This design comes from an exercise in tuning for small area, a short achievable clock period and few clock cycles per item on the open sky130 flow, not from production work. In this exercise RTL edits were held to simulation tests only and were not proved equivalent to the original.

==> design/flow/flow/run.sh <==
#!/bin/bash
# Standard layout with timing repair aimed at a shorter period than the
# clock constraint: the same constraint file, a larger setup margin.
set -euo pipefail
MARGIN=$(cat flow/margin.txt)
bash standard.sh SETUP_SLACK_MARGIN="$MARGIN" finish > flow_make.log 2>&1
==> design/flow/flow/margin.txt <==
6.8
==> design/flow/standard.sh <==
#!/bin/bash
# synth_recipe.tcl (not shown) runs the flow's synth.tcl, then flattens the netlist and writes it again
# the make line also repeats each setting of config.mk as NAME=value (left out here)
make -C /OpenROAD-flow-scripts/flow DESIGN_CONFIG=/design/flow/config.mk WORK_HOME=/design/flow/orfs CLKGATE_MAP_FILE= SYNTH_SCRIPT=/design/flow/synth_recipe.tcl "${@:-finish}"
==> design/flow/config.mk <==
export PLATFORM = sky130hd
export DESIGN_NAME = cartesian_to_spherical_core
export DESIGN_NICKNAME = cartesian_to_spherical_core
export VERILOG_FILES = /design/flow/design.v
export SDC_FILE = /design/flow/constraint.sdc
export NUM_CORES = 4
export LEC_CHECK = 0
export ABC_CLOCK_PERIOD_IN_PS = 2500
export CAP_MARGIN = 20
export CORE_MARGIN = 2
export CORE_UTILIZATION = 40
export SLEW_MARGIN = 20
==> design/flow/constraint.sdc <==
create_clock -name core_clock -period 10.0 [get_ports {clk_i}]
set_input_delay 2.0000 -clock core_clock [delete_from_list [all_inputs] [get_ports {clk_i}]]
set_output_delay 2.0000 -clock core_clock [all_outputs]
set_load 0.01 [all_outputs]
==> design/flow/design.v <==
`timescale 1ns / 1ps
`default_nettype none
package c2s_pkg;
  localparam int unsigned GUARD_BITS = 8;
  localparam int unsigned ATAN_ENTRIES = 24;
  typedef logic [31:0] turn_t;
  localparam turn_t HALF_TURN = 32'h8000_0000;
  localparam turn_t PSI_WRAP  = 32'hC000_0000;
  localparam logic [31:0] KINV = 32'd1304065748;
  function automatic turn_t atan_turns(int unsigned i);
    case (i)
      0: atan_turns = 32'd536870912;
      1: atan_turns = 32'd316933406;
      2: atan_turns = 32'd167458907;
      3: atan_turns = 32'd85004756;
      4: atan_turns = 32'd42667331;
      5: atan_turns = 32'd21354465;
      6: atan_turns = 32'd10679838;
      7: atan_turns = 32'd5340245;
      8: atan_turns = 32'd2670163;
      9: atan_turns = 32'd1335087;
      10: atan_turns = 32'd667544;
      11: atan_turns = 32'd333772;
      12: atan_turns = 32'd166886;
      13: atan_turns = 32'd83443;
      14: atan_turns = 32'd41722;
      15: atan_turns = 32'd20861;
      16: atan_turns = 32'd10430;
      17: atan_turns = 32'd5215;
      18: atan_turns = 32'd2608;
      19: atan_turns = 32'd1304;
      20: atan_turns = 32'd652;
      21: atan_turns = 32'd326;
      22: atan_turns = 32'd163;
      23: atan_turns = 32'd81;
      default: atan_turns = 32'd0;
    endcase
  endfunction
  function automatic int unsigned b_width(int unsigned k);
    if (k <= 2) begin
      b_width = 33;
    end else begin
      b_width = 35 - k;
    end
  endfunction
  function automatic turn_t group_angle(int unsigned g, logic [3:0] v, turn_t ofs);
    turn_t s;
    s = ofs;
    for (int j = 0; j < 4; j = j + 1) begin
      if (v[j]) begin
        s = s + atan_turns(4 * g + j);
      end else begin
        s = s - atan_turns(4 * g + j);
      end
    end
    group_angle = s;
  endfunction
  function automatic logic [511:0] group_table(int unsigned g, turn_t ofs);
    logic [511:0] t;
    for (int v = 0; v < 16; v = v + 1) begin
      t[32*v +: 32] = group_angle(g, 4'(v), ofs);
    end
    group_table = t;
  endfunction
endpackage
`default_nettype wire
`timescale 1ns / 1ps
`default_nettype none
module c2s_cordic_cell #(
  parameter int unsigned K   = 1,
  parameter int unsigned BI  = 33,    
  parameter int unsigned BO  = 33,    
  parameter int unsigned DI  = 2,     
  parameter int unsigned SBW = 1
) (
  input  wire logic                 clk_i,
  input  wire logic                 en_i,
  input  wire logic [32:0]          a_i,
  input  wire logic signed [BI-1:0] b_i,
  input  wire logic [DI-1:0]        dir_i,
  input  wire logic [SBW-1:0]       sb_i,
  output      logic [32:0]          a_o,
  output      logic [(BO>0?BO:1)-1:0] b_o,
  output      logic [DI:0]          dir_o,
  output      logic [SBW-1:0]       sb_o
);
  logic               d;        
  logic signed [BI-1:0] b_sh;
  logic [32:0]        b_ext;
  logic [32:0]        a_d;
  logic               a_co;
  assign d     = !b_i[BI-1];
  assign b_sh  = b_i >>> K;
  assign b_ext = 33'(b_sh);
  c2s_add #(.W(33)) u_a (
    .a (a_i), .b (b_ext ^ {33{!d}}), .ci (!d), .s (a_d), .co (a_co)
  );
  if (BO > 0) begin : g_b
    logic [32:0]   a_sh;
    logic [BO-1:0] b_d;
    logic          b_co;
    assign a_sh = a_i >> K;
    c2s_add #(.W(BO)) u_b (
      .a (b_i[BO-1:0]), .b (a_sh[BO-1:0] ^ {BO{d}}), .ci (d), .s (b_d), .co (b_co)
    );
    always_ff @(posedge clk_i) begin
      if (en_i) begin
        b_o <= b_d;
      end
    end
  end else begin : g_nob
    assign b_o = '0;
  end
  always_ff @(posedge clk_i) begin
    if (en_i) begin
      a_o   <= a_d;
      dir_o <= {d, dir_i};
      sb_o  <= sb_i;
    end
  end
endmodule
`default_nettype wire
`timescale 1ns / 1ps
`default_nettype none
module c2s_add #(
  parameter int W = 33
) (
  input  wire logic [W-1:0] a,
  input  wire logic [W-1:0] b,
  input  wire logic         ci,
  output      logic [W-1:0] s,
  output      logic         co
);
  localparam int N = W + 1;           
  function automatic int ceil_log2(int n);
    int l;
    l = 0;
    for (int k = 0; k < 31; k = k + 1) begin
      if ((1 << l) < n) begin
        l = l + 1;
      end
    end
    ceil_log2 = l;
  endfunction
  localparam int L = ceil_log2(N);
  logic [2*L:0][N-1:0] gg;
  logic [2*L:0][N-1:0] pp;
  assign gg[0] = {a & b, ci};
  assign pp[0] = {a ^ b, 1'b0};
  for (genvar l = 0; l < 2 * L; l++) begin : g_lvl
    for (genvar i = 0; i < N; i++) begin : g_bit
      localparam int U = (l < L) ? l : (2 * L - 1 - l);
      localparam int J = (l < L) ?
        ((((i + 1) % (2 << U)) == 0) ? i - (1 << U) : -1) :
        (((((i + 1) % (2 << U)) == (1 << U)) && (i >= (2 << U))) ? i - (1 << U) : -1);
      if (J >= 0) begin : g_op
        assign gg[l+1][i] = gg[l][i] | (pp[l][i] & gg[l][J]);
        assign pp[l+1][i] = pp[l][i] & pp[l][J];
      end else begin : g_pass
        assign gg[l+1][i] = gg[l][i];
        assign pp[l+1][i] = pp[l][i];
      end
    end
  end
  assign s  = pp[0][N-1:1] ^ gg[2*L][N-2:0];
  assign co = gg[2*L][N-1];
endmodule
module c2s_add3 #(
  parameter int W = 26
) (
  input  wire logic [W-1:0] a,
  input  wire logic [W-1:0] b,
  input  wire logic         c0,
  input  wire logic         c1,
  output      logic [W-1:0] s
);
  logic [W-1:0] hs, hc;
  logic         co;
  assign hs = {a[W-1:1] ^ b[W-1:1], a[0] ^ b[0] ^ c1};
  assign hc = {a[W-2:1] & b[W-2:1], (a[0] & b[0]) | (a[0] & c1) | (b[0] & c1), 1'b0};
  c2s_add #(.W(W)) u_add (.a(hs), .b(hc), .ci(c0), .s(s), .co(co));
endmodule
module c2s_add3r #(
  parameter int W = 33
) (
  input  wire logic [W-1:0] a,
  input  wire logic [W-1:0] b,
  input  wire logic [W-1:0] c,
  input  wire logic         c0,
  input  wire logic         ci,
  output      logic [W-1:0] s
);
  logic [W-1:0] hs, hc;
  logic         co;
  assign hs = a ^ b ^ c;
  assign hc = {(a[W-2:0] & b[W-2:0]) | (a[W-2:0] & c[W-2:0]) | (b[W-2:0] & c[W-2:0]), c0};
  c2s_add #(.W(W)) u_add (.a(hs), .b(hc), .ci(ci), .s(s), .co(co));
endmodule
module c2s_csa_tree #(
  parameter int N = 3,
  parameter int W = 8
) (
  input  wire logic [N-1:0][W-1:0] rows,
  output      logic [W-1:0]        s_o,
  output      logic [W-1:0]        c_o
);
  function automatic int rows_at(int l);
    int n;
    n = N;
    for (int k = 0; k < l; k = k + 1) begin
      if (n > 2) begin
        n = 2 * (n / 3) + (n % 3);
      end
    end
    rows_at = n;
  endfunction
  function automatic int levels();
    int n, l;
    n = N;
    l = 0;
    for (int k = 0; k < 64; k = k + 1) begin
      if (n > 2) begin
        n = 2 * (n / 3) + (n % 3);
        l = l + 1;
      end
    end
    levels = l;
  endfunction
  localparam int LV = levels();
  logic [(LV+1)*N*W-1:0] r;
  assign r[N*W-1:0] = rows;
  for (genvar l = 0; l < LV; l++) begin : g_lvl
    localparam int NI = rows_at(l);
    localparam int G  = NI / 3;
    localparam int NO = rows_at(l + 1);
    for (genvar i = 0; i < G; i++) begin : g_fa
      logic [W-1:0] x, y, z;
      assign x = r[(l*N + 3*i)*W +: W];
      assign y = r[(l*N + 3*i + 1)*W +: W];
      assign z = r[(l*N + 3*i + 2)*W +: W];
      assign r[((l+1)*N + 2*i)*W +: W]   = x ^ y ^ z;
      assign r[((l+1)*N + 2*i + 1)*W +: W] =
        {((x[W-2:0] & y[W-2:0]) | (x[W-2:0] & z[W-2:0]) | (y[W-2:0] & z[W-2:0])), 1'b0};
    end
    for (genvar i = 3 * G; i < NI; i++) begin : g_rest
      assign r[((l+1)*N + 2*G + i - 3*G)*W +: W] = r[(l*N + i)*W +: W];
    end
    if (NO < N) begin : g_pad
      assign r[((l+1)*N + NO)*W +: (N-NO)*W] = '0;
    end
  end
  assign s_o = r[(LV*N)*W +: W];
  if (rows_at(LV) > 1) begin : g_c
    assign c_o = r[(LV*N + 1)*W +: W];
  end else begin : g_noc
    assign c_o = '0;
  end
endmodule
module c2s_kmul #(
  parameter logic [63:0] OFS = 64'd0
) (
  input  wire logic [32:0] a,
  output      logic [63:0] s_o,
  output      logic [63:0] c_o
);
  localparam int NT = 12;
  function automatic int dig_sh(int t);
    case (t)
      0: dig_sh = 30;  1: dig_sh = 28;  2: dig_sh = 25;  3: dig_sh = 22;
      4: dig_sh = 19;  5: dig_sh = 17;  6: dig_sh = 15;  7: dig_sh = 11;
      8: dig_sh = 8;   9: dig_sh = 6;   10: dig_sh = 4;  default: dig_sh = 2;
    endcase
  endfunction
  function automatic bit dig_neg(int t);
    dig_neg = (t == 2) || (t == 3) || (t == 4) || (t == 7) || (t == 8) || (t == 9);
  endfunction
  function automatic logic [63:0] fix_const(logic [63:0] ofs);
    logic [63:0] f;
    f = ofs;
    for (int t = 0; t < NT; t = t + 1) begin
      if (dig_neg(t)) begin
        f = f + (64'd1 << dig_sh(t)) - (64'd1 << (dig_sh(t) + 33));
      end
    end
    fix_const = f;
  endfunction
  localparam logic [63:0] FIX = fix_const(OFS);
  logic [NT:0][63:0] rows;
  logic [32:0]       na;
  assign na = ~a;
  for (genvar t = 0; t < NT; t++) begin : g_row
    localparam int  S = dig_sh(t);
    localparam bit  N = dig_neg(t);
    assign rows[t] = N ? (64'(na) << S) : (64'(a) << S);
  end
  assign rows[NT] = FIX;
  c2s_csa_tree #(.N(NT + 1), .W(64)) u_tree (.rows(rows), .s_o(s_o), .c_o(c_o));
endmodule
module c2s_angle_step #(
  parameter int unsigned G = 0
) (
  input  wire logic [31:0] acc,
  input  wire logic [3:0]  dir,
  output      logic [31:0] s
);
  localparam logic [511:0] TAB = c2s_pkg::group_table(G, 32'd0);
  logic [31:0] part;
  logic        co;
  assign part = TAB[32*dir +: 32];
  c2s_add #(.W(32)) u_add (.a(acc), .b(part), .ci(1'b0), .s(s), .co(co));
endmodule
`default_nettype wire
`timescale 1ns / 1ps
`default_nettype none
module cartesian_to_spherical_core #(
  parameter int unsigned COORD_WIDTH   = 24,
  parameter int unsigned ANGLE_WIDTH   = 16,
  parameter int unsigned CORDIC_STAGES = 16
) (
  input  wire logic                          clk_i,
  input  wire logic                          rst_ni,
  input  wire logic                          cart_valid_i,
  output      logic                          cart_ready_o,
  input  wire logic signed [COORD_WIDTH-1:0] cart_x_i,
  input  wire logic signed [COORD_WIDTH-1:0] cart_y_i,
  input  wire logic signed [COORD_WIDTH-1:0] cart_z_i,
  output      logic                          sph_valid_o,
  input  wire logic                          sph_ready_i,
  output      logic [ANGLE_WIDTH-1:0]        sph_theta_o,
  output      logic [ANGLE_WIDTH-1:0]        sph_psi_o,
  output      logic [COORD_WIDTH-1:0]        sph_radius_o,
  output      logic                          sph_zero_vector_o
);
  localparam int CW  = 24;
  localparam int AW  = 16;
  localparam int NR  = 16;                  
  localparam int NV  = 2 * NR + 4;          
  localparam int RW  = 2 * AW + CW + 1;     
  logic          en;
  logic [NV-1:0] vld_q;
  logic          out_vld_q, skid_vld_q, rdy_q, out_rdy, push, skid_nxt;
  logic [RW-1:0] out_q, skid_q, res;
  assign en           = !skid_vld_q;
  assign cart_ready_o = rdy_q;              
  assign out_rdy      = !out_vld_q || sph_ready_i;
  assign push         = vld_q[NV-1] && en;
  assign skid_nxt     = out_rdy ? 1'b0 : (push || skid_vld_q);
  always_ff @(posedge clk_i or negedge rst_ni) begin
    if (!rst_ni) begin
      vld_q      <= '0;
      out_vld_q  <= 1'b0;
      skid_vld_q <= 1'b0;
      rdy_q      <= 1'b1;
    end else begin
      if (en) begin
        vld_q <= {vld_q[NV-2:0], cart_valid_i};
      end
      if (out_rdy) begin
        out_vld_q <= skid_vld_q || push;
      end
      skid_vld_q <= skid_nxt;
      rdy_q      <= !skid_nxt;
    end
  end
  always_ff @(posedge clk_i) begin
    if (out_rdy) begin
      out_q <= skid_vld_q ? skid_q : res;
    end
    if (en) begin
      skid_q <= res;
    end
  end
  assign sph_valid_o       = out_vld_q;
  assign sph_theta_o       = out_q[RW-1 -: AW];
  assign sph_psi_o         = out_q[RW-1-AW -: AW];
  assign sph_radius_o      = out_q[CW:1];
  assign sph_zero_vector_o = out_q[0];
  logic                 sx_q, sy_q;
  logic [CW-2:0]        xi_q, yi_q;
  logic [CW-1:0]        z_q;
  always_ff @(posedge clk_i) begin
    if (en) begin
      sx_q <= cart_x_i[CW-1];
      sy_q <= cart_y_i[CW-1];
      xi_q <= cart_x_i[CW-2:0] ^ {(CW-1){cart_x_i[CW-1]}};
      yi_q <= cart_y_i[CW-2:0] ^ {(CW-1){cart_y_i[CW-1]}};
      z_q  <= cart_z_i;
    end
  end
  localparam int EW = CW + 2;
  logic          d0, y_zero;
  logic [EW-1:0] xe, ye;
  logic [EW-1:0] s1_sum, s1_yx, s1_xy;
  assign xe     = EW'(xi_q);
  assign ye     = EW'(yi_q);
  assign y_zero = !sy_q && (yi_q == '0);
  assign d0     = sx_q ? (sy_q || y_zero) : !sy_q;
  c2s_add3 #(.W(EW)) u_s1a (.a(xe), .b(ye), .c0(sx_q), .c1(sy_q), .s(s1_sum));
  c2s_add3 #(.W(EW)) u_s1b (.a(ye), .b(~xe), .c0(sy_q), .c1(!sx_q), .s(s1_yx));
  c2s_add3 #(.W(EW)) u_s1c (.a(xe), .b(~ye), .c0(sx_q), .c1(!sy_q), .s(s1_xy));
  logic [32:0]   s1_a_q;
  logic [32:0]   s1_b_q;
  logic [1:0]    s1_d_q;
  logic [CW-1:0] s1_z_q;
  always_ff @(posedge clk_i) begin
    if (en) begin
      s1_a_q <= {s1_sum[CW:0], 8'd0};
      s1_b_q <= d0 ? {s1_yx[CW:0], 8'd0} : {s1_xy[CW:0], 8'd0};
      s1_d_q <= {d0, sx_q};
      s1_z_q <= z_q;
    end
  end
  localparam logic [511:0] TH_T0 = c2s_pkg::group_table(0, 32'd1 << 15);
  localparam logic [511:0] PS_T0 = c2s_pkg::group_table(0, 32'd0);
  for (genvar k = 1; k < NR; k++) begin : g_p1
    localparam int BI = c2s_pkg::b_width(k);
    localparam int BO = (k == NR - 1) ? 0 : c2s_pkg::b_width(k + 1);
    localparam int BOW = (BO > 0) ? BO : 1;
    logic [32:0]    a_in;
    logic [BI-1:0]  b_in;
    logic [k:0]     d_in;       
    logic [CW-1:0]  sb_in;
    logic [32:0]    a_out;
    logic [BOW-1:0] b_out;
    logic [k+1:0]   d_out;
    logic [CW-1:0]  sb_out;
    logic [31:0]    angq;       
    logic [AW-1:0]  th_q;       
    if (k == 1) begin : g_first
      assign a_in  = s1_a_q;
      assign b_in  = s1_b_q[BI-1:0];
      assign d_in  = s1_d_q;
      assign sb_in = s1_z_q;
    end else begin : g_next
      assign a_in  = g_p1[k-1].a_out;
      assign b_in  = g_p1[k-1].b_out[BI-1:0];
      assign d_in  = g_p1[k-1].d_out;
      assign sb_in = g_p1[k-1].sb_out;
    end
    if (k == NR - 3) begin : g_ang
      logic [31:0] s;
      c2s_angle_step #(.G(1)) u_st (.acc(TH_T0[32*d_in[4:1] +: 32]), .dir(d_in[8:5]), .s(s));
      always_ff @(posedge clk_i) begin
        if (en) begin
          angq <= {s[31] ^ d_in[0], s[30:0]};
        end
      end
    end else if (k == NR - 2) begin : g_ang
      logic [31:0] s;
      c2s_angle_step #(.G(2)) u_st (.acc(g_p1[k-1].angq), .dir(d_in[12:9]), .s(s));
      always_ff @(posedge clk_i) begin
        if (en) begin
          angq <= s;
        end
      end
    end else if (k == NR - 1) begin : g_ang
      logic [31:0]   s;
      c2s_angle_step #(.G(3)) u_st (
        .acc(g_p1[k-1].angq), .dir({!b_in[BI-1], d_in[k:k-2]}), .s(s)
      );
      always_ff @(posedge clk_i) begin
        if (en) begin
          th_q <= (a_in == '0) ? '0 : s[31:16];
        end
      end
    end
    c2s_cordic_cell #(
      .K (k), .BI (BI), .BO (BO), .DI (k + 1), .SBW (CW)
    ) u_cell (
      .clk_i (clk_i), .en_i (en),
      .a_i (a_in), .b_i (b_in), .dir_i (d_in), .sb_i (sb_in),
      .a_o (a_out), .b_o (b_out), .dir_o (d_out), .sb_o (sb_out)
    );
  end
  logic [32:0]        pa1;
  logic signed [CW-1:0] zv;
  logic [63:0]        m1_s, m1_c;
  assign pa1 = g_p1[NR-1].a_out;
  assign zv  = g_p1[NR-1].sb_out;
  c2s_kmul #(.OFS(64'd1 << 30)) u_m1 (.a(pa1), .s_o(m1_s), .c_o(m1_c));
  logic [63:0]   m1_s_q, m1_c_q;
  logic [AW-1:0] m1_th_q;
  logic [CW:0]   m1_zm_q;   
  logic          m1_sz_q;   
  logic          m1_xy_q;   
  always_ff @(posedge clk_i) begin
    if (en) begin
      m1_s_q  <= m1_s;
      m1_c_q  <= m1_c;
      m1_th_q <= g_p1[NR-1].th_q;
      m1_zm_q <= zv[CW-1] ? -((CW+1)'(zv)) : (CW+1)'(zv);
      m1_sz_q <= zv[CW-1];
      m1_xy_q <= (pa1 == '0);
    end
  end
  logic [62:0]   m2_p;
  logic          m2_co;
  c2s_add #(.W(63)) u_m2 (.a(m1_s_q[62:0]), .b(m1_c_q[62:0]), .ci(1'b0), .s(m2_p), .co(m2_co));
  logic [31:0]   m2_r_q;
  logic [CW:0]   m2_zm_q;
  logic          m2_sz_q;
  logic          m2_xy_q;
  logic [AW-1:0] m2_th_q;
  always_ff @(posedge clk_i) begin
    if (en) begin
      m2_r_q  <= m2_p[62:31];
      m2_zm_q <= m1_zm_q;
      m2_sz_q <= m1_sz_q;
      m2_xy_q <= m1_xy_q;
      m2_th_q <= m1_th_q;
    end
  end
  logic          flip2, d0b, co_a, co_u, co_v;
  logic [32:0]   zabs, rr;
  logic [32:0]   a1b, ub, vb;
  assign zabs  = {m2_zm_q, 8'd0};
  assign rr    = {1'b0, m2_r_q};
  assign flip2 = m2_sz_q && !m2_xy_q;
  assign d0b   = !m2_sz_q || m2_xy_q;
  c2s_add #(.W(33)) u_m3a (.a(rr), .b(zabs), .ci(1'b0), .s(a1b), .co(co_a));
  c2s_add #(.W(33)) u_m3u (.a(rr), .b(~zabs), .ci(1'b1), .s(ub), .co(co_u));
  c2s_add #(.W(33)) u_m3v (.a(zabs), .b(~rr), .ci(1'b1), .s(vb), .co(co_v));
  logic [32:0]   m3_a_q, m3_b_q;
  logic [1:0]    m3_d_q;
  logic [AW-1:0] m3_th_q;
  always_ff @(posedge clk_i) begin
    if (en) begin
      m3_a_q  <= a1b;
      m3_b_q  <= flip2 ? vb : ub;
      m3_d_q  <= {d0b, m2_sz_q};
      m3_th_q <= m2_th_q;
    end
  end
  for (genvar k = 1; k < NR; k++) begin : g_p2
    localparam int BI = c2s_pkg::b_width(k);
    localparam int BO = (k == NR - 1) ? 0 : c2s_pkg::b_width(k + 1);
    localparam int BOW = (BO > 0) ? BO : 1;
    logic [32:0]    a_in;
    logic [BI-1:0]  b_in;
    logic [k:0]     d_in;       
    logic [AW-1:0]  sb_in;
    logic [32:0]    a_out;
    logic [BOW-1:0] b_out;
    logic [k+1:0]   d_out;
    logic [AW-1:0]  sb_out;
    logic [31:0]    angq;       
    if (k == 1) begin : g_first
      assign a_in  = m3_a_q;
      assign b_in  = m3_b_q[BI-1:0];
      assign d_in  = m3_d_q;
      assign sb_in = m3_th_q;
    end else begin : g_next
      assign a_in  = g_p2[k-1].a_out;
      assign b_in  = g_p2[k-1].b_out[BI-1:0];
      assign d_in  = g_p2[k-1].d_out;
      assign sb_in = g_p2[k-1].sb_out;
    end
    if (k == NR - 3) begin : g_ang
      logic [31:0] s;
      c2s_angle_step #(.G(1)) u_st (.acc(PS_T0[32*d_in[4:1] +: 32]), .dir(d_in[8:5]), .s(s));
      always_ff @(posedge clk_i) begin
        if (en) begin
          angq <= {s[31] ^ d_in[0], s[30:0]};
        end
      end
    end else if (k == NR - 2) begin : g_ang
      logic [31:0] s;
      c2s_angle_step #(.G(2)) u_st (.acc(g_p2[k-1].angq), .dir(d_in[12:9]), .s(s));
      always_ff @(posedge clk_i) begin
        if (en) begin
          angq <= s;
        end
      end
    end else if (k == NR - 1) begin : g_ang
      logic [31:0] s;
      c2s_angle_step #(.G(3)) u_st (
        .acc(g_p2[k-1].angq), .dir({!b_in[BI-1], d_in[k:k-2]}), .s(s)
      );
      always_ff @(posedge clk_i) begin
        if (en) begin
          angq <= s;
        end
      end
    end
    c2s_cordic_cell #(
      .K (k), .BI (BI), .BO (BO), .DI (k + 1), .SBW (AW)
    ) u_cell (
      .clk_i (clk_i), .en_i (en),
      .a_i (a_in), .b_i (b_in), .dir_i (d_in), .sb_i (sb_in),
      .a_o (a_out), .b_o (b_out), .dir_o (d_out), .sb_o (sb_out)
    );
  end
  logic [32:0]   pa2;
  logic [63:0]   n1_s, n1_c;
  logic [31:0]   ps_ang;
  logic [AW-1:0] ps_rnd, psi;
  assign pa2    = g_p2[NR-1].a_out;
  assign ps_ang = g_p2[NR-1].angq;
  c2s_kmul #(.OFS((64'd1 << 30) + (64'd1 << 38))) u_m3 (.a(pa2), .s_o(n1_s), .c_o(n1_c));
  assign ps_rnd = ps_ang[31:16] + AW'(ps_ang[15]);
  always_comb begin
    if (ps_ang[31] && ps_ang[30]) begin
      psi = '0;
    end else if (ps_ang[31] && (ps_ang[30:0] != '0)) begin
      psi = AW'(1) << (AW - 1);
    end else begin
      psi = ps_rnd;
    end
  end
  logic          az;
  assign az = (pa2 == '0);
  logic [63:0]   n1_s_q, n1_c_q;
  logic [2*AW:0] n1_sb_q;   
  always_ff @(posedge clk_i) begin
    if (en) begin
      n1_s_q  <= n1_s;
      n1_c_q  <= n1_c;
      n1_sb_q <= {g_p2[NR-1].sb_out, az ? '0 : psi, az};
    end
  end
  logic [62:0]   rho;
  logic          rho_co;
  c2s_add #(.W(63)) u_rho (.a(n1_s_q[62:0]), .b(n1_c_q[62:0]), .ci(1'b0), .s(rho), .co(rho_co));
  assign res = {n1_sb_q[2*AW:1], rho[62:39], n1_sb_q[0]};
endmodule
`default_nettype wire
==> results.txt, run 1 <==
Status = complete, no violations
Skew final = 0.0710 ns
Synth area leader = edfxtp_1
Top post-synthesis cells by area = edfxtp_1, ha_1, fa_1
NumNets Final = 22757
Vias in the first global route = 133048
Slowest CP cell = fa_2
Max clock buf depth = 4
Core area = 533000 um^2
Cell Area, Synth = 214000 um^2
Placed inst area = 225000 um^2
Die area = 542000 um^2
Synth Flop Type = edfxtp_1
Tot GR Track Use = 16.6%
Syn_area_per_cell = 12.7 um^2
Final Setup Violations = 0
Post-synth EDFFs = 3326
Average wire per standard cell = 17.5 um
Min-delay worst type = reg2reg
Filler cells = 44583
Register area share after synthesis = 47.6%
Synth unique cells = 100
Area share of the largest cell type after synthesis = 46.6%
CTS root buf = clkbuf_16
Routed wire length = 466 mm
Largest net degree at the start of global routing = 158
Reg area = 102000 um^2
Final critical-path share of the clock period = 42.0%
Fin. max-slew vios = 0
Final non-filler cell total = 26622
RePlAce Congestion = 0.841
Rel. slew slack = 30.3%
WP data arrival = 4.91 ns
Hold WS = 0.396 ns
Initial core utilization = 40.2%
Die extent in y = 736 um
Clk slew on worst S/H paths = 0.06 ns
Worst Setup Slack, final = 5.80 ns
CP max FO = 4
CTS tree = done
Maximum clock frequency = 238 MHz
Die X = 736 um
Drt first pass iters = 5
Dpl ws = 4.13 ns
Mapped Cells = 16863
Num Clock Sinks = 3422
Num rows = 268
Max cap viols = 0
Final hold viol count = 0
DR iter-0 viols = 6713
Crit start category = flip-flop
Area growth syn-to-layout = 27.7%
Vias = 127722
Crit path cell chain = clkinvlp_4 -> ha_4 -> or2_4 -> nand2_2 -> nor2_2 -> a31oi_2 -> ha_1 -> and4_1 -> a221oi_1 -> or3_1 -> a22oi_2 -> a31o_1 -> a31o_2 -> a21oi_4 -> nand2b_4 -> o21ai_2 -> a21oi_2 -> o21ba_2 -> fa_2 -> nor2_1
H-tree depth = 5
Setup tns final = 0 ns
# IOs = 135
Setup crit end kind = flip-flop
Seq cells post-synth = 3422
Worst path required time = 10.72 ns
RSZ-0062 raised after global routing = yes
Avg Vias per Cell = 4.80
Antenna Nets Post-Route = 0
Multi-input logic area = 116000 um^2
Crit path largest cell delay = 0.52 ns
Actual slew at the worst max-slew pin = 1.05 ns
Synth warnings = 31
Ys async rst share = 1.14%
Final min period = 4.20 ns
Layout cells sized above 1 = 28.5%
Grt total ovfl = 0
Fin area = 274000 um^2
Initial antenna violation count = 2
CTS buffer count = 395
PortBufs = 134
DR DRC count = 0
First-pass GRT wire length = 725 mm
Dpl hpwl = 306 mm
Inst Count DP = 24031
Crit Path Category = reg2reg
Clk Latency, worst-skew pair = 0.99 ns
Yosys cell counts, types with 116 or more instances:
master / number
xnor2_1: 1422
ha_1: 2214
edfxtp_1: 3326
inv_1: 3279
nor3_1: 133
o21ai_0: 266
o21a_1: 116
nand2_1: 394
nand2b_1: 127
o21bai_1: 142
nand3_1: 146
fa_1: 1334
xor2_1: 907
a21oi_1: 650
nor2_1: 459
a21o_1: 396
metrics by stage:
step,utilization [%]
6_report,51.3
5_1_grt,51.3
4_1_cts,49.0
3_5_place_dp,42.1
3_3_place_gp,42.1
2_1_floorplan,-
placed cells by master (no fill, tap or decap), drive strengths merged, types with 397 or more instances in the layout:
| master | count |
|---|---|
| fa | 1334 |
| clkbuf | 472 |
| xnor2 | 1422 |
| inv | 3226 |
| a21oi | 653 |
| edfxtp | 3326 |
| ha | 2214 |
| xor2 | 907 |
| buf | 1984 |
| a21o | 397 |
| nor2 | 459 |
routing by layer:
metal,global-route usage [%],part of all wire (%),vias up
met5,0,0,-
met4,4.78,3.3,0
met3,1.95,3.6,857
met2,29.5,50,2001
met1,21.4,43,63359
li1,-,-,61505
sequential cells by signal, indices dropped and copies added, names as in the netlist, 57 cells and up:
name,cells
g_p1.u_cell.a_o,481
skid_q,57
g_p2.angq,93
g_p2.u_cell.dir_o,111
out_q,57
g_p2.u_cell.a_o,495
g_p1.u_cell.dir_o,111
g_p1.u_cell.sb_o,360
g_p1.u_cell.b_o,342
g_p1.angq,62
g_p2.u_cell.b_o,356
g_p2.u_cell.sb_o,240
area by class of cell:
class,instances,share of cell area (%)
Multi-Input combinational cell,9944,42.3
Sequential cell,3422,37.2
Timing Repair Buffer,2087,7.82
Inverter,3283,4.63
Clock buffer,464,3.74
Tap cell,7155,3.27
Clock inverter,265,1.02
Antenna cell,2,0.00183
worst paths after layout:
path	start	endpoint	slack [ns]	depth (start not counted)
worst max register to register	g_p1[14].u_cell.dir_o[13]$_DFFE_PN_	g_p1[15].th_q[13]$_SDFFCE_PN0N_	5.80	20
max in group asynchronous	rst_ni	skid_vld_q$_DFF_PN0_	8.28	1
worst min-delay path	g_p1[4].u_cell.dir_o[1]$_DFFE_PN_	g_p1[5].u_cell.dir_o[1]$_DFFE_PN_	0.40	0
worst max-delay path	g_p1[14].u_cell.dir_o[13]$_DFFE_PN_	g_p1[15].th_q[13]$_SDFFCE_PN0N_	5.80	20
worst min register to register	g_p1[4].u_cell.dir_o[1]$_DFFE_PN_	g_p1[5].u_cell.dir_o[1]$_DFFE_PN_	0.40	0
min in group asynchronous	rst_ni	out_vld_q$_DFFE_PN0P_	1.12	1
timing repair:
item | CTS | global route
cloned | 68 | 8
setup buffers | 1252 | 532
pin swaps | 1539 | 1376
gates resized for setup | 3018 | 1757
hold endpoints to repair | 0 | 0
setup endpoints to repair | 3164 | 1736
hold buffers | 0 | 0
logic make-up (layout without fill, tap and decap cells):
kind of cell	after synthesis	count (layout)	share of synthesized area [%]
fa+ha+maj	3548	3548	25.4
buf+inv	3500	6099	6.14
flops	3422	3422	47.6
xor+xnor	2329	2329	9.51
compound gates	2041	2041	6.24
simple gates	1864	1864	4.39
mux	158	158	0.800
other cells	1	6	0.00175
critical path, delay by kind of cell (launching register included):
kind / cells / cell delay, ns
fa+ha+maj: 3 / 1.16
buf+inv: 1 / 0.20
simple gates: 7 / 0.96
flops: 1 / 0.45
compound gates: 9 / 1.16
Testbench counts, summed over its fixed seeds: cycles 8,488, items 8,192.
==> run 2, diff against run 1 <==
==> design/flow/flow/margin.txt (replaced) <==
6.5
==> results.txt, run 2 <==
Status = complete, no violations
Slowest CP cell = fa_2
Top post-synthesis cells by area = edfxtp_1, ha_1, fa_1
Setup tns final = 0 ns
Final Setup Violations = 0
CP max FO = 4
RePlAce Congestion = 0.841
Avg Vias per Cell = 4.78
Vias in the first global route = 131011
Clk Latency, worst-skew pair = 0.99 ns
Delay-heaviest family, CP = compound AO/OA/AOI/OAI gates
Fin. max-slew vios = 0
Initial core utilization = 40.2%
DR iter-0 viols = 6586
Crit path cell chain = clkinvlp_4 -> ha_4 -> or2_4 -> nand2_2 -> nor2_2 -> a31oi_2 -> ha_1 -> and4_1 -> a221oi_1 -> or3_1 -> a22oi_2 -> a31o_1 -> a31o_2 -> a21oi_4 -> nand2b_4 -> o21ai_2 -> a21oi_2 -> o21ba_2 -> fa_2 -> nor2_1
Post-synth EDFFs = 3326
Filler cells = 45557
Worst path required time = 10.72 ns
Max clock buf depth = 4
Syn_area_per_cell = 12.7 um^2
Area growth syn-to-layout = 24.0%
Final hold viol count = 0
Die X = 736 um
Final min period = 4.21 ns
Synth Flop Type = edfxtp_1
PortBufs = 134
Num rows = 268
# IOs = 135
NumNets Final = 22423
Final critical-path share of the clock period = 42.1%
Buffers & Inverters on Critical Path = 1
Routed wire length = 454 mm
Layout cells sized above 1 = 23.6%
Register area share after synthesis = 47.6%
RSZ-0062 raised after global routing = yes
Ys async rst share = 1.14%
Actual slew at the worst max-slew pin = 1.10 ns
Post-synth top cells = edfxtp_1, inv_1, ha_1
Reg area = 102000 um^2
Multi-input logic area = 112000 um^2
Die area = 542000 um^2
Rel. slew slack = 26.9%
Grt total ovfl = 0
Die extent in y = 736 um
Largest family of logic cells by synthesized area = adder cells
Core area = 533000 um^2
WP data arrival = 4.93 ns
Synth area leader = edfxtp_1
Dpl hpwl = 306 mm
H-tree depth = 5
Most frequent cells in the layout = edfxtp_1, inv_1, ha_1
Reg with most FFs = g_p2.u_cell.a_o
Synth unique cells = 100
Synth Area in Compound Gates = 6.24%
Synth warnings = 31
Dpl ws = 4.13 ns
Largest net degree at the start of global routing = 184
Mux cell area share after synthesis = 0.800%
Num Clock Sinks = 3422
Final non-filler cell total = 26289
Post-Synth Adder-Cell Area = 25.4%
Crit Path Category = reg2reg
CTS tree = done
Vias = 125715
Simple-gate share of the synthesized area = 4.39%
Initial antenna violation count = 3
Mapped Cells = 16863
Regs by FF count = g_p2.u_cell.a_o: 495 flops, g_p1.u_cell.a_o: 481 flops, g_p1.u_cell.sb_o: 360 flops
Clk slew on worst S/H paths = 0.06 ns
Crit path largest cell delay = 0.52 ns
Cell Area, Synth = 214000 um^2
Setup crit end kind = flip-flop
Seq cells post-synth = 3422
Antenna Nets Post-Route = 0
Drt first pass iters = 6
Average wire per standard cell = 17.3 um
Commonest non-fill, non-tap cell in the layout = edfxtp_1
Min-delay worst type = reg2reg
Count leader, synth = edfxtp_1
Worst Setup Slack, final = 5.79 ns
Inst Count DP = 24031
Post-Synth XOR/XNOR Area = 9.51%
CTS root buf = clkbuf_16
Max cap viols = 0
Max reg flops = 495
DR DRC count = 0
Skew final = 0.0726 ns
First-pass GRT wire length = 713 mm
Maximum clock frequency = 238 MHz
CTS buffer count = 395
Tot GR Track Use = 16.3%
Area share of the largest cell type after synthesis = 46.6%
Crit start category = flip-flop
## run 2: cell counts after synthesis
No cell type changed its count.
## run 2: metal layers
metal  global-route usage, %  wire length, um
met1                    21.1           196000
met5                       0                0
met3                    1.93            16300
met2                    28.9           228000
met4                    4.52            13900
## run 2: cell type report
cell class                 count  area share [%]
multi-input combinational   9944            42.0
sequential                  3422            38.3
antenna                        3         0.00282
clock buffer                 464            3.85
tap                         7155            3.37
inverter                    3283            4.76
clock inverter               265            1.06
timing repair buffer        1753            6.60
## run 2: worst paths after layout
kind / startpoint / endpoint / depth (start not counted) / slack, ns
worst max-delay path: g_p1[14].u_cell.dir_o[13]$_DFFE_PN_ / g_p1[15].th_q[13]$_SDFFCE_PN0N_ / 20 / 5.79
worst min-delay path: g_p1[4].u_cell.dir_o[1]$_DFFE_PN_ / g_p1[5].u_cell.dir_o[1]$_DFFE_PN_ / 0 / 0.39
worst max register to register: g_p1[14].u_cell.dir_o[13]$_DFFE_PN_ / g_p1[15].th_q[13]$_SDFFCE_PN0N_ / 20 / 5.79
worst min register to register: g_p1[4].u_cell.dir_o[1]$_DFFE_PN_ / g_p1[5].u_cell.dir_o[1]$_DFFE_PN_ / 0 / 0.39
max in group asynchronous: rst_ni / skid_vld_q$_DFF_PN0_ / 1 / 8.29
min in group asynchronous: rst_ni / skid_vld_q$_DFF_PN0_ / 1 / 1.12
## run 2: metrics by stage
stage / utilization, % / hold slack, ns / area [um^2]
finish: 49.9 / 0.391 / 266000
global route: 49.9 / 0.397 / 266000
CTS: 48.1 / 0.382 / 256000
detailed placement: 42.1 / 0.405 / 225000
global placement: 42.1 / 0.400 / 225000
floorplan: - / 0.400 / 215000
## run 2: cells by family (layout without fill, tap and decap cells)
family / after synthesis / count (layout)
adder cells (fa/ha/maj): 3548 / 3548
buffers and inverters: 3500 / 5765
flip-flops: 3422 / 3422
XOR/XNOR: 2329 / 2329
AO/OA/AOI/OAI: 2041 / 2041
AND/OR/NAND/NOR: 1864 / 1864
multiplexers: 158 / 158
other: 1 / 7
## run 2: worst register-to-register path: stages, from the launching register on
cell	delay, ns
edfxtp_1	0.45
clkinvlp_4	0.20
ha_4	0.31
or2_4	0.13
nand2_2	0.05
nor2_2	0.09
a31oi_2	0.05
ha_1	0.33
and4_1	0.18
a221oi_1	0.07
or3_1	0.33
a22oi_2	0.21
a31o_1	0.21
a31o_2	0.19
a21oi_4	0.06
nand2b_4	0.14
o21ai_2	0.12
a21oi_2	0.07
o21ba_2	0.20
fa_2	0.52
nor2_1	0.04
## run 2: repair_timing
action | 4_1_cts | 5_1_grt
setup buffers | 1058 | 407
pin swaps | 1098 | 1107
gates resized for setup | 2209 | 1391
gates cloned | 54 | 7
endpoints found under the setup margin | 2359 | 1614
endpoints found under the hold margin | 0 | 0
hold buffers | 0 | 0
==> run 3, diff against run 2 <==
--- a/design/flow/design.v
+++ b/design/flow/design.v
@@ -427,3 +427,2 @@
     logic [31:0]    angq;       
-    logic [AW-1:0]  th_q;       
     if (k == 1) begin : g_first
@@ -456,5 +455,5 @@
     end else if (k == NR - 1) begin : g_ang
-      logic [31:0]   s;
+      logic [31:0] s;
       c2s_angle_step #(.G(3)) u_st (
-        .acc(g_p1[k-1].angq), .dir({!b_in[BI-1], d_in[k:k-2]}), .s(s)
+        .acc(g_p1[k-1].angq), .dir({1'b0, d_in[k:k-2]}), .s(s)
       );
@@ -462,3 +461,3 @@
         if (en) begin
-          th_q <= (a_in == '0) ? '0 : s[31:16];
+          angq <= s;
         end
@@ -480,2 +479,13 @@
   c2s_kmul #(.OFS(64'd1 << 30)) u_m1 (.a(pa1), .s_o(m1_s), .c_o(m1_c));
+  localparam logic [31:0] TWO_AT15 = 2 * c2s_pkg::atan_turns(15);
+  logic [31:0]   th_ang;
+  logic          th_co;
+  logic          xy0;
+  logic [AW-1:0] theta;
+  c2s_add #(.W(32)) u_th (
+    .a(g_p1[NR-1].angq), .b(g_p1[NR-1].d_out[NR] ? TWO_AT15 : 32'd0), .ci(1'b0),
+    .s(th_ang), .co(th_co)
+  );
+  assign xy0   = (pa1 == '0);
+  assign theta = xy0 ? '0 : th_ang[31:16];
   logic [63:0]   m1_s_q, m1_c_q;
@@ -489,6 +499,6 @@
       m1_c_q  <= m1_c;
-      m1_th_q <= g_p1[NR-1].th_q;
+      m1_th_q <= theta;
       m1_zm_q <= zv[CW-1] ? -((CW+1)'(zv)) : (CW+1)'(zv);
       m1_sz_q <= zv[CW-1];
-      m1_xy_q <= (pa1 == '0);
+      m1_xy_q <= xy0;
     end
@@ -576,3 +586,3 @@
       c2s_angle_step #(.G(3)) u_st (
-        .acc(g_p2[k-1].angq), .dir({!b_in[BI-1], d_in[k:k-2]}), .s(s)
+        .acc(g_p2[k-1].angq), .dir({1'b0, d_in[k:k-2]}), .s(s)
       );
@@ -594,10 +604,29 @@
   logic [63:0]   n1_s, n1_c;
+  logic [31:0]   ps_sum;
+  logic          ps_co;
+  assign pa2 = g_p2[NR-1].a_out;
+  c2s_kmul #(.OFS((64'd1 << 30) + (64'd1 << 38))) u_m3 (.a(pa2), .s_o(n1_s), .c_o(n1_c));
+  c2s_add #(.W(32)) u_ps (
+    .a(g_p2[NR-1].angq), .b(g_p2[NR-1].d_out[NR] ? TWO_AT15 : 32'd0), .ci(1'b0),
+    .s(ps_sum), .co(ps_co)
+  );
+  logic          az;
+  assign az = (pa2 == '0);
+  logic [63:0]   n1_s_q, n1_c_q;
+  logic [31:0]   n1_ps_q;
+  logic [AW:0]   n1_sb_q;   
+  always_ff @(posedge clk_i) begin
+    if (en) begin
+      n1_s_q  <= n1_s;
+      n1_c_q  <= n1_c;
+      n1_ps_q <= ps_sum;
+      n1_sb_q <= {g_p2[NR-1].sb_out, az};
+    end
+  end
   logic [31:0]   ps_ang;
   logic [AW-1:0] ps_rnd, psi;
-  assign pa2    = g_p2[NR-1].a_out;
-  assign ps_ang = g_p2[NR-1].angq;
-  c2s_kmul #(.OFS((64'd1 << 30) + (64'd1 << 38))) u_m3 (.a(pa2), .s_o(n1_s), .c_o(n1_c));
+  assign ps_ang = n1_ps_q;
   assign ps_rnd = ps_ang[31:16] + AW'(ps_ang[15]);
   always_comb begin
-    if (ps_ang[31] && ps_ang[30]) begin
+    if (n1_sb_q[0] || (ps_ang[31] && ps_ang[30])) begin
       psi = '0;
@@ -609,13 +638,2 @@
   end
-  logic          az;
-  assign az = (pa2 == '0);
-  logic [63:0]   n1_s_q, n1_c_q;
-  logic [2*AW:0] n1_sb_q;   
-  always_ff @(posedge clk_i) begin
-    if (en) begin
-      n1_s_q  <= n1_s;
-      n1_c_q  <= n1_c;
-      n1_sb_q <= {g_p2[NR-1].sb_out, az ? '0 : psi, az};
-    end
-  end
   logic [62:0]   rho;
@@ -623,3 +641,3 @@
   c2s_add #(.W(63)) u_rho (.a(n1_s_q[62:0]), .b(n1_c_q[62:0]), .ci(1'b0), .s(rho), .co(rho_co));
-  assign res = {n1_sb_q[2*AW:1], rho[62:39], n1_sb_q[0]};
+  assign res = {n1_sb_q[AW:1], psi, rho[62:39], n1_sb_q[0]};
 endmodule
--- a/design/flow/config.mk
+++ b/design/flow/config.mk
@@ -11,2 +11,4 @@
 export CORE_UTILIZATION = 40
+export CTS_CLUSTER_DIAMETER = 150
+export CTS_CLUSTER_SIZE = 30
 export SLEW_MARGIN = 20
==> results.txt, run 3 <==
Filler cells = 46865
Synth area leader = edfxtp_1
Largest net degree at the start of global routing = 175
Seq cells post-synth = 3454
Crit start category = flip-flop
Area share of the largest cell type after synthesis = 46.6%
# IOs = 135
Num Clock Sinks = 3454
Synth warnings = 31
CP max FO = 5
Ys async rst share = 1.13%
Regs by FF count = g_p2.u_cell.a_o: 495 flops, g_p1.u_cell.a_o: 481 flops, g_p1.u_cell.sb_o: 360 flops
Clk Latency, worst-skew pair = 0.94 ns
Tot GR Track Use = 15.9%
Area growth syn-to-layout = 19.8%
CTS root buf = clkbuf_16
Initial core utilization = 40.1%
Commonest non-fill, non-tap cell in the layout = edfxtp_1
Most frequent cells in the layout = edfxtp_1, inv_1, ha_1
Die X = 739 um
Setup crit end kind = flip-flop
Grt total ovfl = 0
Avg Vias per Cell = 4.77
WP data arrival = 4.81 ns
PortBufs = 134
Post-Synth XOR/XNOR Area = 9.53%
Actual slew at the worst max-slew pin = 1.04 ns
Core area = 540000 um^2
Final Setup Violations = 0
Post-Synth Adder-Cell Area = 25.5%
Simple-gate share of the synthesized area = 4.28%
Num rows = 270
Min-delay worst type = reg2reg
H-tree depth = 4
Syn_area_per_cell = 12.7 um^2
Clk slew on worst S/H paths = 0.12 ns
Multi-input logic area = 113000 um^2
Mux cell area share after synthesis = 0.701%
NumNets Final = 22348
Reg with most FFs = g_p2.u_cell.a_o
Largest family of logic cells by synthesized area = adder cells
Final critical-path share of the clock period = 41.2%
RePlAce Congestion = 0.838
Skew final = 0.0933 ns
Dpl hpwl = 309 mm
Antenna Nets Post-Route = 0
Drt first pass iters = 5
First-pass GRT wire length = 701 mm
Routed wire length = 448 mm
Util after Layout = 48.0%
RSZ-0062 raised after global routing = yes
Setup tns final = 0 ns
Die extent in y = 739 um
Final non-filler cell total = 25945
Maximum clock frequency = 243 MHz
Hold WS = 0.398 ns
Final min period = 4.12 ns
Cell Area, Synth = 216000 um^2
Post-synth top cells = edfxtp_1, inv_1, ha_1
Vias = 123794
Fin. max-slew vios = 0
Status = complete, no violations
Top post-synthesis cells by area = edfxtp_1, ha_1, fa_1
DR iter-0 viols = 6624
Reg area = 103000 um^2
Vias in the first global route = 128787
Worst path required time = 10.69 ns
Max cap viols = 0
Mapped Cells = 16960
Rel. slew slack = 30.4%
Max reg flops = 495
Count leader, synth = edfxtp_1
Average wire per standard cell = 17.3 um
Max clock buf depth = 4
CTS buffer count = 143
Die area = 546000 um^2
Synth unique cells = 103
Inst Count DP = 24194
DR DRC count = 0
Post-synth EDFFs = 3358
Crit Path Category = reg2reg
Synth Area in Compound Gates = 6.24%
Synth Flop Type = edfxtp_1
CTS tree = done
Register area share after synthesis = 47.6%
Final hold viol count = 0
Layout cells sized above 1 = 21.9%
Initial antenna violation count = 5
[run 3: area by class of cell]
class,count,share of cell area (%)
repair buffers,1772,6.75
inverters,3350,4.97
well taps,7208,3.48
repair inverters,1,0.00193
clock inverters,31,0.177
diodes,4,0.00386
clock buffers,166,1.43
multi-input cells,9959,43.5
flip-flops and latches,3454,39.7
[run 3: routing by layer]
| layer | part of all wire (%) | vias to the layer above | GRT usage (%) |
|---|---|---|---|
| met1 | 44 | 61284 | 20.9 |
| met3 | 2.9 | 571 | 1.45 |
| met2 | 51 | 1644 | 28.4 |
| met5 | 0 | - | 0 |
| li1 | - | 60295 | - |
| met4 | 2.5 | 0 | 3.64 |
[run 3: worst paths after layout]
check | slack [ns] | cells after the start | endpoint | start
worst max-delay path | 5.88 | 17 | g_p2[14].angq[29]$_DFFE_PN_ | g_p2[13].u_cell.dir_o[9]$_DFFE_PN_
worst min-delay path | 0.40 | 0 | g_p1[15].u_cell.sb_o[7]$_DFFE_PN_ | g_p1[14].u_cell.sb_o[7]$_DFFE_PN_
worst max register to register | 5.88 | 17 | g_p2[14].angq[29]$_DFFE_PN_ | g_p2[13].u_cell.dir_o[9]$_DFFE_PN_
worst min register to register | 0.40 | 0 | g_p1[15].u_cell.sb_o[7]$_DFFE_PN_ | g_p1[14].u_cell.sb_o[7]$_DFFE_PN_
max in group asynchronous | 8.24 | 1 | skid_vld_q$_DFF_PN0_ | rst_ni
min in group asynchronous | 1.16 | 1 | vld_q[0]$_DFFE_PN0N_ | rst_ni
[run 3: logic make-up (layout without fill, tap and decap cells)]
| family | Yosys count | count (layout) |
|---|---|---|
| AO/OA/AOI/OAI | 2052 | 2052 |
| adder cells (fa/ha/maj) | 3591 | 3591 |
| other | 1 | 8 |
| buffers and inverters | 3550 | 5320 |
| AND/OR/NAND/NOR | 1818 | 1818 |
| flip-flops | 3454 | 3454 |
| multiplexers | 141 | 141 |
| XOR/XNOR | 2353 | 2353 |
[run 3: per-stage QoR]
stage          setup WS (ns)  cell area (um^2)
3_5_place_dp            4.56            227000
2_1_floorplan         -40.92            216000
4_1_cts                 5.89            248000
6_report                5.88            259000
3_3_place_gp            4.60            227000
5_1_grt                 5.69            259000
[run 3: worst max-delay path: stages, from the launching register on]
cell and delay [ns]:
edfxtp_1 0.49, clkinvlp_4 0.20, ha_4 0.31, buf_12 0.14
nor2_4 0.11, nand3b_1 0.12, o21ai_2 0.08, ha_2 0.32
o21ai_1 0.09, nand2b_1 0.12, a21oi_2 0.09, o32a_1 0.38
o21ai_4 0.20, o221ai_2 0.13, o211a_1 0.25, a211o_1 0.30
fa_2 0.54, inv_2 0.03
[run 3: timing repair]
action	CTS	global route
cloned	53	7
endpoints found under the setup margin	2419	1000
buffers inserted	1030	460
hold buffers	0	0
gates resized for setup	2062	1491
pin swaps	1091	1063
Testbench counts of run 3, summed over its fixed seeds: cycles 8,488, items 8,192.
==> run 4, diff against run 3 <==
--- a/design/flow/config.mk
+++ b/design/flow/config.mk
@@ -11,4 +11,2 @@
 export CORE_UTILIZATION = 40
-export CTS_CLUSTER_DIAMETER = 150
-export CTS_CLUSTER_SIZE = 30
 export SLEW_MARGIN = 20
==> results.txt, run 4 <==
Commonest non-fill, non-tap cell in the layout = edfxtp_1
Top post-synthesis cells by area = edfxtp_1, ha_1, fa_1
Largest net degree at the start of global routing = 175
Regs by FF count = g_p2.u_cell.a_o: 495 flops, g_p1.u_cell.a_o: 481 flops, g_p1.u_cell.sb_o: 360 flops
Reg with most FFs = g_p2.u_cell.a_o
WP data arrival = 4.80 ns
CTS tree = done
# IOs = 135
Worst Hold Path Cells = 0
Grt total ovfl = 0
Worst path required time = 10.74 ns
R2R depth = 18
RSZ-0062 raised after global routing = yes
Vias = 125762
Clk slew on worst S/H paths = 0.06 ns
Initial core utilization = 40.1%
Worst reg2reg path endpoint = g_p2[1].u_cell.a_o[32]$_DFFE_PN_
Status = complete, no violations
Synth Flop Type = edfxtp_1
Min-Delay Endpoint = g_p1[10].u_cell.dir_o[10]$_DFFE_PN_
Synth warnings = 31
Initial antenna violation count = 6
Avg Vias per Cell = 4.76
DR DRC count = 0
Routed wire length = 455 mm
Synth unique cells = 103
Clk Latency, worst-skew pair = 1.00 ns
Count leader, synth = edfxtp_1
Setup tns final = 0 ns
CP startpoint = m3_b_q[32]$_DFFE_PN_
Ys async rst share = 1.13%
Die extent in y = 739 um
Maximum clock frequency = 246 MHz
NumNets Final = 22549
Max cap viols = 0
H-tree depth = 5
Die area = 546000 um^2
Dpl hpwl = 309 mm
Skew final = 0.100 ns
Syn_area_per_cell = 12.7 um^2
R2R setup slack = 5.93 ns
CTS root buf = clkbuf_16
Post-synth EDFFs = 3358
Max clock buf depth = 4
Worst Setup Slack, final = 5.93 ns
Drt first pass iters = 5
Tot GR Track Use = 16.2%
Seq cells post-synth = 3454
DR iter-0 viols = 6449
Mapped Cells = 16960
Util after Layout = 49.5%
PortBufs = 134
Area share of the largest cell type after synthesis = 46.6%
Fin. max-slew vios = 0
Crit Path Category = reg2reg
Final hold viol count = 0
Num Clock Sinks = 3454
RePlAce Congestion = 0.838
Synth area leader = edfxtp_1
Final critical-path share of the clock period = 40.7%
Hold-fix buffers, CTS = 0
Cell Area, Synth = 216000 um^2
Average wire per standard cell = 17.2 um
Crit start category = flip-flop
Min-delay worst type = reg2reg
Max reg flops = 495
First-pass GRT wire length = 714 mm
Rel. slew slack = 30.0%
Antenna Nets Post-Route = 0
Final Setup Violations = 0
Most frequent cells in the layout = edfxtp_1, inv_1, ha_1
Layout cells sized above 1 = 23.1%
Vias in the first global route = 131828
Min-delay src = g_p1[9].u_cell.dir_o[10]$_DFFE_PN_
Reg2reg start = m3_b_q[32]$_DFFE_PN_
Final min period = 4.07 ns
Area growth syn-to-layout = 23.6%
Post-synth top cells = edfxtp_1, inv_1, ha_1
Dpl ws = 4.56 ns
CTS buffer count = 398
Hold WS = 0.393 ns
Core area = 540000 um^2
Die X = 739 um
Actual slew at the worst max-slew pin = 1.05 ns
Num rows = 270
Register area share after synthesis = 47.6%
CP max FO = 7
Setup crit end kind = flip-flop
run 4: metal layers:
layer | vias to the layer above | global-route usage, % | routed length [um]
met5 | - | 0 | 0
met2 | 1929 | 28.6 | 228000
met4 | 0 | 4.62 | 13900
met3 | 864 | 1.96 | 16700
met1 | 61884 | 20.9 | 196000
li1 | 61085 | - | -
run 4: worst max-delay path: stages (launching register included):
cell      delay [ns]
edfxtp_1        0.43
buf_12          0.18
buf_12          0.15
buf_6           0.12
xor2_1          0.15
ha_1            0.31
a21o_1          0.19
a31o_4          0.22
a21oi_4         0.18
a31oi_4         0.12
o221a_4         0.27
a31oi_4         0.19
o31a_1          0.21
o21bai_2        0.11
nor3_2          0.17
o31ai_2         0.10
o41a_1          0.37
ha_4            0.18
xor2_1          0.15
run 4: worst max path at each step:
stage	end	slack, ns	cells past startpoint
global placement	g_p2[15].angq[21]$_DFFE_PN_	4.60	17
global route	g_p2[14].angq[29]$_DFFE_PN_	5.80	18
floorplan	g_p1[10].u_cell.a_o[0]$_DFFE_PN_	-40.92	3
CTS	g_p2[1].u_cell.b_o[29]$_DFFE_PN_	5.96	17
detailed placement	g_p2[14].angq[29]$_DFFE_PN_	4.56	17
finish	g_p2[1].u_cell.a_o[32]$_DFFE_PN_	5.93	18
run 4: layout make-up:
class | count | area (um^2)
Fill cell | 46161 | 272000
Multi-Input combinational cell | 9959 | 112000
Sequential cell | 3454 | 103000
Timing Repair Buffer | 1718 | 17000
Inverter | 3350 | 12900
Clock buffer | 490 | 10600
Tap cell | 7208 | 9020
Clock inverter | 238 | 2630
Timing Repair inverter | 1 | 5.00
Antenna cell | 2 | 5.00
run 4: timing repair:
item | in CTS | in global routing
hold endpoints to repair | 0 | 0
gates cloned | 55 | 4
resized for setup | 2024 | 1432
setup buffers | 995 | 442
endpoints found under the setup margin | 2466 | 984
pin swaps | 1073 | 1050
run 4: logic make-up after synthesis:
| logic type | Yosys count | synth area share (%) |
|---|---|---|
| adder cells (fa/ha/maj) | 3591 | 25.5 |
| other | 1 | 0.00173 |
| AND/OR/NAND/NOR | 1818 | 4.28 |
| multiplexers | 141 | 0.701 |
| flip-flops | 3454 | 47.6 |
| XOR/XNOR | 2353 | 9.53 |
| AO/OA/AOI/OAI | 2052 | 6.24 |
| buffers and inverters | 3550 | 6.18 |
run 4: stage by stage:
stage,instance area (um^2),std cells
2_1_floorplan,216000,16963
3_3_place_gp,227000,24194
3_5_place_dp,227000,24194
4_1_cts,257000,25972
5_1_grt,267000,26420
6_report,267000,26420

==> re-timing with driven ports <==
How much do the figures lean on ideal ports? The routed layouts below were timed once more, with nothing changed but the port constraints. Step 1 (the two cells are an assumption about what drives the block):
set clk [get_ports {clk_i}]
set_driving_cell -lib_cell sky130_fd_sc_hd__clkbuf_16 $clk
set_driving_cell -lib_cell sky130_fd_sc_hd__buf_2 [delete_from_list [all_inputs] $clk]
Step 2 moves the port delays by t, midway between the first and last clock arrival at a register: inputs arrive t later, outputs are due t later. That takes back most of the time a late clock gives input paths. Slacks: ideal ports / drivers / drivers and shift; pairs: ideal ports / drivers.
run | shift t [ns] | slack for setup (ns) | worst setup path after step 2 | worst slew at a driven data input, ns
run 1 | 1.070 | 5.803 / 5.803 / 5.803 | register to register | 0.09
run 2 | 1.071 | 5.791 / 5.791 / 5.791 | register to register | 0.09
run 3 | 1.004 | 5.880 / 5.880 / 5.880 | register to register | 0.07
run 4 | 1.066 | 5.933 / 5.933 / 5.933 | register to register | 0.08
After both steps every run listed still meets setup and hold.
